What follows belongs to an exercise in optimizing a design on an open flow for small area, a short achievable clock period and few clock cycles per item; a production flow would make more cautious choices.
Function was checked by simulation only, so behaviour that the tests miss may differ from the original.

== job 2195 ==
// nn_mac_array
module nn_mac_array #(
    parameter int LANES  = 4,
    parameter int DWIDTH = 16,
    parameter int FRAC   = 8,
    parameter int AWIDTH = 40,
    parameter int CWIDTH = 16
) (
    input  logic                    clk,
    input  logic                    rst_n,
    input  logic                    s_valid,
    output logic                    s_ready,
    input  logic                    s_last,
    input  logic [DWIDTH-1:0]       s_x,
    input  logic [LANES*DWIDTH-1:0] s_w,
    input  logic [LANES*DWIDTH-1:0] s_bias,
    input  logic                    relu_en,
    output logic                    m_valid,
    input  logic                    m_ready,
    output logic [LANES*DWIDTH-1:0] m_data,
    output logic [LANES-1:0]        m_ovf,
    output logic [CWIDTH-1:0]       m_count,
    output logic                    busy
);
For scale: about 4800 cells after synthesis, roughly 690 flip-flops, ~240 I/O pins.
Settings: LEC_CHECK=0, CAP_MARGIN=20, CORE_MARGIN=2, CORE_UTILIZATION=40, CTS_BUF_LIST=sky130_fd_sc_hd__clkbuf_16, CTS_CLUSTER_DIAMETER=60, CTS_CLUSTER_SIZE=24, SETUP_SLACK_MARGIN=4.2, SLEW_MARGIN=20; clock period 8.0 ns.
run.sh (not shown) runs the stock make flow with config.mk's settings and CLKGATE_MAP_FILE= SYNTH_SCRIPT=/design/flow/synth_recipe.tcl, a recipe that flattens the netlist after the stock synthesis.
Testbench counts of job 2195, summed over its fixed seeds: cycles 13,941, items 1,600.
What job 9389 does differently from job 2195 at the input level:
Settings: a deleted CTS_CLUSTER_SIZE that had been 24; an added PLACE_DENSITY of 0.7; a change of CORE_UTILIZATION from 40 to 60; a deleted CTS_BUF_LIST that had been sky130_fd_sc_hd__clkbuf_16; a deleted CTS_CLUSTER_DIAMETER that had been 60.
--- outcome ---
- Routed wire length improves in job 9389 relative to job 2195.
- Diff job 2195 -> job 9389: proportion of cell area occupied by multi-input gates now larger; setup slack fell 0.095 ns.
Changes in job 9938 relative to job 9389:
Settings: putting CTS_CLUSTER_DIAMETER at 70 where nothing was set; swapping 60 for 40 in CORE_UTILIZATION; clearing PLACE_DENSITY, which used to be 0.7; putting CTS_CLUSTER_SIZE at 32 where nothing was set; putting CTS_BUF_LIST at sky130_fd_sc_hd__clkbuf_16 where nothing was set.
==> notes.md <==
Summary: with job 9389 as the reference, count of nets after finishing in job 9938 moved down slightly.
Utilization after layout for job 9938 is lower than for job 9389.
Compared with job 9389, global placer's final weighted congestion in job 9938 decreased by a few percent.
[compare] base=job 9389 new=job 9938: number of top-level pins now sits at about the same level, total number of vias now sits lower.
Lower clock latency at the later pin of the worst-skew pair goes to job 9389 over job 9938.
For job 9938, the top layer used by detailed routing was met4, unlike job 9389, where it was met5.

========
run A:
Another version of the RTL of nn_mac_array (not shown whole).
Size in the first run: ~690 flip-flops, ~240 I/O pins.
clock: 8.0 ns
lec_check: 0
cap_margin: 20
core_margin: 2
core_utilization: 40
cts_buf_list: sky130_fd_sc_hd__clkbuf_16
cts_cluster_diameter: 70
cts_cluster_size: 32
gpl_timing_driven: 0
setup_slack_margin: 4.2
slew_margin: 20
standard.sh (not shown) runs the stock make flow with config.mk's settings and CLKGATE_MAP_FILE= SYNTH_SCRIPT=/design/flow/synth_recipe.tcl, a recipe that flattens the netlist after the stock synthesis.
==> flow/flow/run.sh <==
#!/bin/bash
# The standard layout, with the port buffers taken from buf_1 instead of the
# cell buffer_ports picks by default (a larger, slower delay cell). Timing
# repair still resizes any of them that limit timing.
set -euo pipefail
export BUFFER_PORTS_ARGS="-buffer_cell sky130_fd_sc_hd__buf_1"
bash standard.sh > standard.log 2>&1
Run A reached the end of the flow, and the finished layout is clean on the timing, DRC and antenna checks.
Testbench counts of run A, summed over its fixed seeds: cycles 13,779, items 1,600.
Input-level comparison between run B and run A:
- GPL_TIMING_DRIVEN: 0 -> unset
- PLACE_DENSITY: unset -> 0.8
- SETUP_SLACK_MARGIN: 4.2 -> 4.1
- CORE_UTILIZATION: 40 -> 55
--- outcome ---
Both conditions hold for run B: the flow ran to the end and the final layout passed the timing, DRC and antenna checks.
The time the final worst path needs with I/O delays and setup was comparable across run B and run A.
Of the two values seen for capturing element of the worst setup path, m_data[47] was produced by run A and m_data[63] by run B.
Compared with run A, in run B measured slew at the worst slew-check pin decreased 0.14 ns; global-route wire length before repair went down by about 15%; post-placement cell count now smaller.
The following lists how run C was set up differently from run B:
- clearing PLACE_DENSITY, which used to be 0.8
- swapping 4.1 for 4.3 in SETUP_SLACK_MARGIN
- swapping 55 for 40 in CORE_UTILIZATION
Findings:
A timing endpoint of the critical path of m_data[63] is what run B shows, while busy belongs to run C. Summary: with run B as the reference, placeable core region in run C moved up by more than a quarter. Run C — antenna diode count 2 higher, run B as reference. Run C against run B: non-clock buffer count went up; core utilization shows a reduction of 15 points; combined buffer and inverter count along the critical path grew by 1; die area shows an increase of 34000 um^2. In the metrics for run C and run B, the one carrying the lower fraction of final layout cells sized beyond drive strength 1 is run B.
Input changes introduced in run D (baseline for comparison: run C):
- swapping 40 for 55 in CORE_UTILIZATION
- putting PLACE_DENSITY at 0.8 where nothing was set
Notes after the runs:
Run C reached the final stage; the timing, DRC and antenna checks on its layout passed.
Run D: full flow OK, the timing, DRC and antenna checks passed
Against run C, overall routed net length in run D fell by a few percent.
Looking at launch point of the critical path, the acc_q[0][11] result is from run D; the m_ready one comes from run C.
in -> out as the critical path start-end classification was reported by run C, and reg -> reg by run D.
Relative to run C, the number of logic stages on the critical path including buffering of run D is higher by 9.
Re number of cells on the worst reg-to-reg path: run D and run C aren't equal, and the lower value belongs to run D.
The worst slew margin relative to its limit of run D falls short of that of run C by 8.0 points.
Edits applied to the flow inputs when going from run D to run E:
- SETUP_SLACK_MARGIN now 4.2, was 4.3
==> comparison <==
- Run E was carried through to the last stage, and its layout satisfied the timing, DRC and antenna checks.
- From run D to run E the numbers moved as follows: wire length per cell saw a decrease; total of plain and repair buffers excluding clock buffers has decreased; tightest hold margin held steady; final setup slack of the worst path lower.
- The run showing the greater total wire length is run D.
- Run E — signed area change from the synthesized netlist to the final layout 0.64 points lower, run D as reference
- As far as number of endpoints with negative hold slack in the final report goes, run D and run E are indistinguishable; the numbers are identical.
- Compared to run D, run E has post-route standard cell area excluding fillers 320 um^2 lower.
Setup changes, run E to run F
- removing PLACE_DENSITY (formerly 0.8)
- changing CORE_UTILIZATION from 55 to 40
- For run E, the startpoint of the most critical setup path was acc_q[0][11], unlike run F, where it was m_ready.
- Taking run E as the reference, in run F multi-input combinational cell area flat; number of antenna violations at the first check in global routing now larger; routability congestion estimate from global placement shrank by 4.9%.
- Between run F and run E, the difference in number of cells on the worst hold path is negligible.

==> static timing again, ports no longer ideal <==
Ports are ideal in the flow. The routed layouts listed here were re-timed in OpenROAD. Step 1, drivers: a clkbuf_16 drives clk and a buf_2 each remaining input, both assumed. Step 2 adds t to the input delays and takes it off the output delays; t is the mean of the earliest and latest rising clock arrival at the registers after step 1. Input paths then give back, and output paths get back, about the clock's delay inside the block. Slacks: ideal / step 1 / step 2; pairs: ideal / step 1.
run	t, ns	setup WS [ns]	hold slack, ns	worst register clock-pin slew, ns	cell pins on the clock port's net
job 2195	0.724	4.285 / 4.285 / 3.869	0.348 / 0.348 / 0.348	0.09 / 0.09	1
job 9389	0.692	4.190 / 4.190 / 3.852	0.329 / 0.329 / 0.329	0.07 / 0.07	1
job 9938	0.758	4.281 / 4.281 / 3.693	0.356 / 0.356 / 0.356	0.11 / 0.11	1
run A	0.756	4.161 / 4.161 / 3.610	0.342 / 0.342 / 0.342	0.10 / 0.10	1
run B	0.701	4.159 / 4.159 / 3.651	0.343 / 0.343 / 0.343	0.12 / 0.12	1
run C	0.758	4.223 / 4.179 / 3.830	0.336 / 0.336 / 0.336	0.11 / 0.11	1
run D	0.704	4.250 / 4.250 / 4.015	0.341 / 0.341 / 0.341	0.11 / 0.11	1
run E	0.700	4.232 / 4.226 / 3.840	0.340 / 0.340 / 0.340	0.11 / 0.11	1
run F	0.754	4.207 / 4.160 / 3.718	0.336 / 0.336 / 0.336	0.11 / 0.11	1
After both steps every run listed still meets setup and hold. For job 9938, which loses most, drivers alone change the setup slack by 0.000 ns; drivers and shift together by -0.588 ns.
